From an optimization exercise on the open Yosys and OpenROAD flow, aimed at small area and a short achievable clock period; shortcuts taken in it are not production practice.
In this exercise RTL edits were held to simulation tests only and were not proved equivalent to the original.
Power figures rest on the tool's default switching activity, not on a simulated workload.

Design emac_tx_top, start of the top module:
module emac_tx_top (
  input  logic                       tx_clk_i,
  input  logic                       reset_i,
  input  logic                       wr_en_i,
  input  logic                       rd_en_i,
  input  logic [emac_pkg::ADR_W-1:0] adr_i,
  input  emac_pkg::word_t            wr_data_i,
  output emac_pkg::word_t            rd_data_o,
  output logic                       tx_en_o,
  output emac_pkg::byte_t            tx_d_o
);
Settings: LEC_CHECK=0, ABC_CLOCK_PERIOD_IN_PS=2400, CAP_MARGIN=20, CORE_MARGIN=2, CORE_UTILIZATION=40, SLEW_MARGIN=20; clock period 5.4 ns.
run.sh (not shown) runs the stock make flow with config.mk's settings and CLKGATE_MAP_FILE= SYNTH_SCRIPT=/design/flow/synth_recipe.tcl, a recipe that flattens the netlist after the stock synthesis.
==> next run, changes <==
--- a/flow/config.mk
+++ b/flow/config.mk
@@ -10,3 +10,4 @@
 export CORE_MARGIN = 2
 export CORE_UTILIZATION = 40
+export SETUP_SLACK_MARGIN = 2.9
 export SLEW_MARGIN = 20
The new run finished clean.
Sequential power stays flat.
Final area rose by 1.9%.
Setup slack gains 1.2 ns.
Final cell count came out higher by 1.5%.
Maximum frequency climbs by 42%.
First-iteration DRC count grows by 6.0%.
Routed wire length came out higher by 5.8%.
Utilization rises by 0.90 points.
Combinational power goes up by 21%.
Area after synthesis is unchanged.
Synthesized cell count is unchanged.


emac_tx_top, a different RTL version from the one above (not shown whole).
Size in the first run: about 6000 cells after synthesis, ~2400 flip-flops, about 88 I/O pins, about 67000 sq um of cells after synthesis.
Settings: LEC_CHECK=0, ABC_AREA=1, CAP_MARGIN=20, CORE_MARGIN=2, CORE_UTILIZATION=40, SETUP_SLACK_MARGIN=3.3, SLEW_MARGIN=20; clock period 5.4 ns.
standard.sh (not shown) runs the stock make flow with config.mk's settings and CLKGATE_MAP_FILE= SYNTH_SCRIPT=/design/flow/synth_recipe.tcl, a recipe that flattens the netlist after the stock synthesis.
==> flow/flow/run.sh <==
#!/bin/bash
# Standard layout, with the port buffers made from buf_4 cells instead of
# the default pick, and larger clock sink clusters.
set -o pipefail
export BUFFER_PORTS_ARGS="-buffer_cell sky130_fd_sc_hd__buf_4"
export CTS_ARGS="-sink_clustering_enable -repair_clock_nets -sink_clustering_size 24 -sink_clustering_max_diameter 150"
bash standard.sh > standard.log 2>&1
==> next run, changes <==
- ABC_AREA: 1 -> default
- ABC_CLOCK_PERIOD_IN_PS: default -> 2400
- SETUP_SLACK_MARGIN: 3.3 -> 3.1
Outcome: The changed run went through all stages and came out clean; design area falls by a few percent; synthesized cell count drops by about a fifth; synthesized area falls slightly.
==> next run, changes <==
- SETUP_SLACK_MARGIN: 3.1 -> 2.8
What happened: Non-clock buffer count drops by 31; design area goes down slightly; via count is lower slightly.
==> next run, changes <==
--- a/flow/flow/run.sh
+++ b/flow/flow/run.sh
@@ -6 +6 @@
-export CTS_ARGS="-sink_clustering_enable -repair_clock_nets -sink_clustering_size 24 -sink_clustering_max_diameter 150"
+export CTS_ARGS="-sink_clustering_enable -repair_clock_nets -sink_clustering_size 26 -sink_clustering_max_diameter 160"
- SETUP_SLACK_MARGIN: 2.8 -> 3.0
After rerunning: Total power went down by 0.44%; routed wire length went up by 0.32%; setup slack gets better by 0.068 ns; die area stays the same; critical path depth went down by 4; area after synthesis stays the same; sequential share of layout area went down by 0.36 points; final cell count is about the same.
==> next run, changes <==
--- a/flow/flow/run.sh
+++ b/flow/flow/run.sh
@@ -6 +6 @@
-export CTS_ARGS="-sink_clustering_enable -repair_clock_nets -sink_clustering_size 26 -sink_clustering_max_diameter 160"
+export CTS_ARGS="-sink_clustering_enable -repair_clock_nets -sink_clustering_size 24 -sink_clustering_max_diameter 150"
- CORE_UTILIZATION: 40 -> 35
Critical path depth is unchanged.
Synthesized cell count is unchanged.
Core utilization goes down by 5.5 points.
Combinational power goes down slightly.
==> next run, changes <==
- CORE_UTILIZATION: 35 -> 40
The new run finished with timing, DRC and antenna clean.
Design area went down by 0.43%.
Wire length went down by 0.36%.
Cell count went down by 4.2%.
Worst setup slack barely changes.
Count of clock-buffer cells in the layout went up by 2.
Register-to-register slack gets better by 0.05 ns.
Sequential share of layout area went up by 0.32 points.
Via count hardly moves.
Synthesized area is unchanged.
Clock power barely changes.


job 7024:
emac_tx_top, a different RTL version from the one above (not shown whole).
Size in the first run: about 5,000 cells after synthesis, roughly 88 I/O pins, about 67,000 um2 of cells after synthesis.
==> flow/config.mk <==
export PLATFORM = sky130hd
export DESIGN_NAME = emac_tx_top
export DESIGN_NICKNAME = emac_tx_top
export VERILOG_FILES = /design/flow/design.v
export SDC_FILE = /design/flow/constraint.sdc
export NUM_CORES = 4
export LEC_CHECK = 0
export ABC_CLOCK_PERIOD_IN_PS = 2400
export CAP_MARGIN = 20
export CORE_MARGIN = 2
export CORE_UTILIZATION = 40
export SETUP_SLACK_MARGIN = 3.3
export SLEW_MARGIN = 20
==> flow/constraint.sdc <==
create_clock -name core_clock -period 5.4 [get_ports {tx_clk_i}]
set_input_delay 1.0800 -clock core_clock [delete_from_list [all_inputs] [get_ports {tx_clk_i}]]
set_output_delay 1.0800 -clock core_clock [all_outputs]
set_load 0.01 [all_outputs]
==> flow/flow/run.sh <==
#!/bin/bash
# Standard layout, with the port buffers made from buf_4 cells instead of
# the default pick, and larger clock sink clusters.
set -o pipefail
export BUFFER_PORTS_ARGS="-buffer_cell sky130_fd_sc_hd__buf_4"
export CTS_ARGS="-sink_clustering_enable -repair_clock_nets -sink_clustering_size 28 -sink_clustering_max_diameter 180"
bash standard.sh > standard.log 2>&1
In summary, job 7024 completed successfully, with a layout that passed the timing, DRC and antenna checks.
Modified inputs, job 1299 compared to job 7024
==> flow/flow/run.sh <==
#!/bin/bash
# Standard layout, with the port buffers made from buf_4 cells instead of
# the default pick, so the fixed input and output delays are not lengthened.
set -o pipefail
cp standard.sh standard.sh.log.txt 2>/dev/null
export BUFFER_PORTS_ARGS="-buffer_cell sky130_fd_sc_hd__buf_4"
bash standard.sh > standard.log 2>&1
--- outcome ---
Total internal power ended up about 26% higher on job 1299 than on job 7024. Post-layout total power: job 1299 worse than job 7024. Re number of diodes: job 1299 is 4 up on job 7024. From job 7024 to job 1299 the numbers moved as follows: multiplexer area fraction after synthesis held steady, routed wire length grew by 2.9%, combinational share of power shrank by 0.4 points. Job 1299: largest voltage drop on the vdd net higher than job 7024. Looking at start point of the critical path, the i_regs.rd_data_o[21] result is from job 7024; the i_regs.rd_data_o[29] one comes from job 1299.
## Diff of input files: job 4619 against job 1299
==> flow/flow/run.sh <==
#!/bin/bash
# Standard layout, with the port buffers made from buf_4 cells instead of
# the default pick, and larger clock sink clusters.
set -o pipefail
export BUFFER_PORTS_ARGS="-buffer_cell sky130_fd_sc_hd__buf_4"
export CTS_ARGS="-sink_clustering_enable -repair_clock_nets -sink_clustering_size 24 -sink_clustering_max_diameter 150"
bash standard.sh > standard.log 2>&1
## What came out
- Job 4619 reached the final stage; the timing, DRC and antenna checks on its layout passed.
- Cell area: job 4619 < job 1299
- Via count sits lower in job 4619 than in job 1299.
- Job 4619 ended up with i_regs.rd_data_o[27] as its launching element of the worst setup path; job 1299 ended up with i_regs.rd_data_o[29].
- Final antenna diode count for job 4619: 4 down relative to job 1299
- NOTE: overall global routing resource usage in job 4619 falls short of that of job 1299
The following lists how job 5433 was set up differently from job 4619:
-- flow/config.mk --
<<< job 4619, line 9
export CAP_MARGIN = 20
export CORE_MARGIN = 2
export CORE_UTILIZATION = 40
export SETUP_SLACK_MARGIN = 3.3
export SLEW_MARGIN = 20
>>> job 5433, line 9
export CAP_MARGIN = 20
export CORE_MARGIN = 2
export CORE_UTILIZATION = 50
export SETUP_SLACK_MARGIN = 3.3
export SLEW_MARGIN = 20
### Flow results
Job 5433: full flow OK, the timing, DRC and antenna checks passed. Per the comparison of job 5433 with job 4619, multi-input logic cell count neither gained nor lost much; met3 track demand over resource picked up an extra 1.2 points; wire length reported by the detailed router lost 3300 um.


== 05-15 ==
emac_tx_top with an RTL version that a note above also has.
Size: about 5000 cells after synthesis, roughly 2400 flip-flops, roughly 88 I/O pins, roughly 66000 um2 of cells after synthesis.
export LEC_CHECK = 0
export ABC_CLOCK_PERIOD_IN_PS = 2400
export CAP_MARGIN = 20
export CORE_MARGIN = 2
export CORE_UTILIZATION = 40
export SETUP_SLACK_MARGIN = 3.2
export SLEW_MARGIN = 20
create_clock -name core_clock -period 5.4 [get_ports {tx_clk_i}]
==> flow/flow/run.sh <==
#!/bin/bash
# Standard layout, with the port buffers made from buf_4 cells instead of
# the default pick, and larger clock sink clusters.
set -o pipefail
export BUFFER_PORTS_ARGS="-buffer_cell sky130_fd_sc_hd__buf_4"
export CTS_ARGS="-sink_clustering_enable -repair_clock_nets -sink_clustering_size 24 -sink_clustering_max_diameter 150"
bash standard.sh > standard.log 2>&1
Input changes introduced in 06-13 (baseline for comparison: 05-15):
# 05-15
export LEC_CHECK = 0
export ABC_CLOCK_PERIOD_IN_PS = 2400
export CAP_MARGIN = 20
export CORE_MARGIN = 2
export CORE_UTILIZATION = 40
export SETUP_SLACK_MARGIN = 3.2
export SLEW_MARGIN = 20
create_clock -name core_clock -period 5.4 [get_ports {tx_clk_i}]
# 06-13
export LEC_CHECK = 0
export ABC_CLOCK_PERIOD_IN_PS = 2400
export CAP_MARGIN = 20
export CORE_MARGIN = 2
export CORE_UTILIZATION = 40
export SETUP_SLACK_MARGIN = 3.3
export SLEW_MARGIN = 20
create_clock -name core_clock -period 5.4 [get_ports {tx_clk_i}]
==> flow/flow/run.sh <==
#!/bin/bash
# Standard layout, with the port buffers made from buf_4 cells instead of
# the default pick, and larger clock sink clusters.
set -o pipefail
export BUFFER_PORTS_ARGS="-buffer_cell sky130_fd_sc_hd__buf_4"
export CTS_ARGS="-sink_clustering_enable -repair_clock_nets -sink_clustering_size 24 -sink_clustering_max_diameter 150 -balance_levels"
bash standard.sh > standard.log 2>&1
## What came out
Met3 layer wire length in the routed design (06-13 vs. 05-15) decreases slightly
On total power, 06-13 and 05-15 are neck and neck.
Compared with 05-15, 06-13 shows post-CTS repair timing setup buffer count higher by about 100%.
Compared 05-15 against 06-13; relative area of clock buffers and inverters in the final design within noise.
Every stage of the flow completed for 06-13, and the final layout passed the timing, DRC and antenna checks.
Looking at 06-13 and 05-15, the part of the total power dissipated in the clock network is a wash.
Diff 05-15 -> 06-13: highest achievable clock rate flat; relative area change from synthesis to final layout up 0.96 points; least setup slack across all paths after layout up 6.6 ps; period utilization flat.
Compared with 05-15, in 06-13 final design instance area without fill grew by 630 um2, via count of the routed design grew by 306.


== run A ==
Another version of the RTL of emac_tx_top (not shown whole).
For scale: roughly 5000 cells after synthesis, about 2500 flip-flops, roughly 88 I/O pins, ~67000 um2 of cells after synthesis.
export LEC_CHECK = 0
export ABC_CLOCK_PERIOD_IN_PS = 1500
export CAP_MARGIN = 20
export CORE_MARGIN = 2
export CORE_UTILIZATION = 40
export SETUP_SLACK_MARGIN = 3.1
export SLEW_MARGIN = 20
create_clock -name core_clock -period 5.4 [get_ports {tx_clk_i}]
==> flow/flow/run.sh <==
#!/bin/bash
# Standard layout, with the port buffers made from buf_4 cells instead of
# the default pick, so the fixed input and output delays are not lengthened.
set -o pipefail
cp standard.sh standard.sh.log.txt 2>/dev/null
export BUFFER_PORTS_ARGS="-buffer_cell sky130_fd_sc_hd__buf_4"
bash standard.sh > standard.log 2>&1
Modified inputs, run B compared to run A
- SETUP_SLACK_MARGIN now 2.9, was 3.1
- ABC_CLOCK_PERIOD_IN_PS now 2400, was 1500
Notes after the runs:
- For proportion of power drawn by combinational gates, run A and run B come out practically identical.
- In the reports for run A and run B, the smaller share of total power in the clock network belongs to run B.
- Across run A and run B, the outcome is the same: a clean finish for every run.
- On final cell count, run A tracks run B almost exactly.
#### Input delta (run C over run B)
- putting CTS_BUF_LIST at sky130_fd_sc_hd__clkbuf_8 where nothing was set
- swapping 2.9 for 3.1 in SETUP_SLACK_MARGIN
## What came out
Between run C and run B, it is run C whose number of cells traversed by the worst register-to-register path is higher, by 1.
Run B has lower placement-stage worst setup slack than run C.
Compared with run B, run C shows a higher utilization.
What run C reported for clock power has to be multiplied by 1.05 to get the figure for run B.
Fmax (run C over run B): decrease, about 5%
Diff run B -> run C: number of buffers inserted during clock tree synthesis saw an increase; worst setup slack now sits lower; met1 track utilization from global routing higher; total setup buffers inserted after CTS went up 3.
Between run B and run C, the flow reports count of cells resized by post-cts repair increasing by more than a quarter.
The run showing the smaller area added between synthesis and finish is run B.
Classification of the worst-slack hold path = in2async: run C; classification of the worst-slack hold path = reg2reg: run B
Setup changes, run C to run D
- a change of CORE_UTILIZATION from 40 to 55
- a change of CTS_BUF_LIST from sky130_fd_sc_hd__clkbuf_8 to sky130_fd_sc_hd__clkbuf_8 sky130_fd_sc_hd__clkbuf_16
- an added CTS_CLUSTER_SIZE of 24
### Flow results
Cmp run D vs run C: switching share of power lower in run D
Run C ended up with sky130_fd_sc_hd__dfrtp_2 as its worst-path cell with the longest stage delay; run D ended up with sky130_fd_sc_hd__dfrtp_1.
Run C has higher die area than run D.
From run C to run D the numbers moved as follows: top-level port count now sits at about the same level; synthesis-to-layout area growth now sits lower; worst hold slack now sits higher; number of rows in the core area now sits lower; count of buffers added by post-CTS timing repair for setup now sits lower.
Compared with run C, in run D clock buffer count from CTS shrank by 152, setup slack increased 0.14 ns.


## before
emac_tx_top with an RTL version that a note above also has.
Size in the first run: about 5,000 cells after synthesis, ~2,400 flip-flops, about 66,000 sq um of cells after synthesis.
==> flow/config.mk <==
export PLATFORM = sky130hd
export DESIGN_NAME = emac_tx_top
export DESIGN_NICKNAME = emac_tx_top
export VERILOG_FILES = /design/flow/design.v
export SDC_FILE = /design/flow/constraint.sdc
export NUM_CORES = 4
export LEC_CHECK = 0
export ABC_CLOCK_PERIOD_IN_PS = 2400
export CAP_MARGIN = 20
export CORE_MARGIN = 2
export CORE_UTILIZATION = 40
export SETUP_SLACK_MARGIN = 3.6
export SLEW_MARGIN = 20
==> flow/constraint.sdc <==
create_clock -name core_clock -period 5.4 [get_ports {tx_clk_i}]
set_input_delay 1.0800 -clock core_clock [delete_from_list [all_inputs] [get_ports {tx_clk_i}]]
set_output_delay 1.0800 -clock core_clock [all_outputs]
set_load 0.01 [all_outputs]
==> flow/flow/run.sh <==
#!/bin/bash
# Standard layout, with the port buffers made from buf_4 cells instead of
# the default pick, and larger clock sink clusters.
set -o pipefail
export BUFFER_PORTS_ARGS="-buffer_cell sky130_fd_sc_hd__buf_4"
export CTS_ARGS="-sink_clustering_enable -repair_clock_nets -sink_clustering_size 24 -sink_clustering_max_diameter 150"
bash standard.sh > standard.log 2>&1
Edits applied to the flow inputs when going from before to after:
- a change of SETUP_SLACK_MARGIN from 3.6 to 3.3
Per the comparison of after with before, least setup slack across all paths after layout now sits lower, final hold slack climbed 0.0037 ns, net switching power figure decreased 2.3%. Changes observed in after relative to before: sequential power saw little to no change, number of clock-tree buffers in the layout went down about 0.7%.

==> static timing again, ports no longer ideal <==
Ports are ideal in the flow. The routed layouts listed here were re-timed in OpenROAD.
Step 1: set_driving_cell puts a clkbuf_16 on tx_clk_i and a buf_2 on each other input, an assumption about the parent block.
Step 2, shift: input delay + t, output delay - t, t = (earliest + latest rising clock arrival at the registers) / 2. This alone moves slack from input paths to output paths.
a / b / c = no drivers / after step 1 / after step 2; a / b = the first two.
| run | shift t [ns] | setup slack, ns | clock arrival spread, ns | slew at the worst register clock pin (ns) | cell pins on the clock port's net |
|---|---|---|---|---|---|
| the first run of note 1 | 0.880 | 1.362 / 1.362 / 0.757 | 0.041 / 0.040 | 0.07 / 0.07 | 1 |
| the second run of note 1 | 0.897 | 2.562 / 2.562 / 2.034 | 0.039 / 0.039 | 0.07 / 0.07 | 1 |
| the first run of note 2 | 0.859 | 2.901 / 2.813 / 2.623 | 0.061 / 0.061 | 0.12 / 0.12 | 1 |
| the second run of note 2 | 0.833 | 2.920 / 2.844 / 2.345 | 0.052 / 0.052 | 0.10 / 0.10 | 1 |
| the third run of note 2 | 0.839 | 2.830 / 2.796 / 2.043 | 0.073 / 0.072 | 0.11 / 0.11 | 1 |
| the fourth run of note 2 | 0.825 | 2.898 / 2.824 / 2.333 | 0.055 / 0.055 | 0.12 / 0.12 | 1 |
| the fifth run of note 2 | 0.841 | 2.920 / 2.839 / 2.317 | 0.051 / 0.050 | 0.11 / 0.11 | 1 |
| the sixth run of note 2 | 0.837 | 2.919 / 2.840 / 2.345 | 0.043 / 0.044 | 0.11 / 0.11 | 1 |
| job 7024 | 0.825 | 2.952 / 2.870 / 2.625 | 0.038 / 0.038 | 0.12 / 0.12 | 1 |
| job 1299 | 0.903 | 2.890 / 2.812 / 2.501 | 0.041 / 0.041 | 0.07 / 0.07 | 1 |
| job 4619 | 0.837 | 2.956 / 2.879 / 2.578 | 0.063 / 0.063 | 0.11 / 0.11 | 1 |
| job 5433 | 0.829 | 2.959 / 2.888 / 2.533 | 0.042 / 0.041 | 0.11 / 0.11 | 1 |
| 05-15 | 0.841 | 2.914 / 2.837 / 2.443 | 0.043 / 0.043 | 0.11 / 0.11 | 1 |
| 06-13 | 0.821 | 2.921 / 2.844 / 2.536 | 0.045 / 0.044 | 0.11 / 0.11 | 1 |
| run A | 0.885 | 2.889 / 2.807 / 2.123 | 0.048 / 0.049 | 0.07 / 0.07 | 1 |
| run B | 0.871 | 2.879 / 2.806 / 2.076 | 0.054 / 0.054 | 0.07 / 0.07 | 1 |
| run C | 1.032 | 2.739 / 2.671 / 2.012 | 0.069 / 0.069 | 0.07 / 0.07 | 1 |
| run D | 0.885 | 2.883 / 2.810 / 2.140 | 0.036 / 0.035 | 0.07 / 0.07 | 1 |
| before | 0.842 | 2.930 / 2.846 / 2.528 | 0.039 / 0.040 | 0.10 / 0.10 | 1 |
| after | 0.821 | 2.921 / 2.844 / 2.536 | 0.045 / 0.044 | 0.11 / 0.11 | 1 |
After both steps setup and hold are still met in every run listed. The setup slack of run B, which loses most, moves by -0.073 ns with the drivers and by -0.803 ns with both steps.
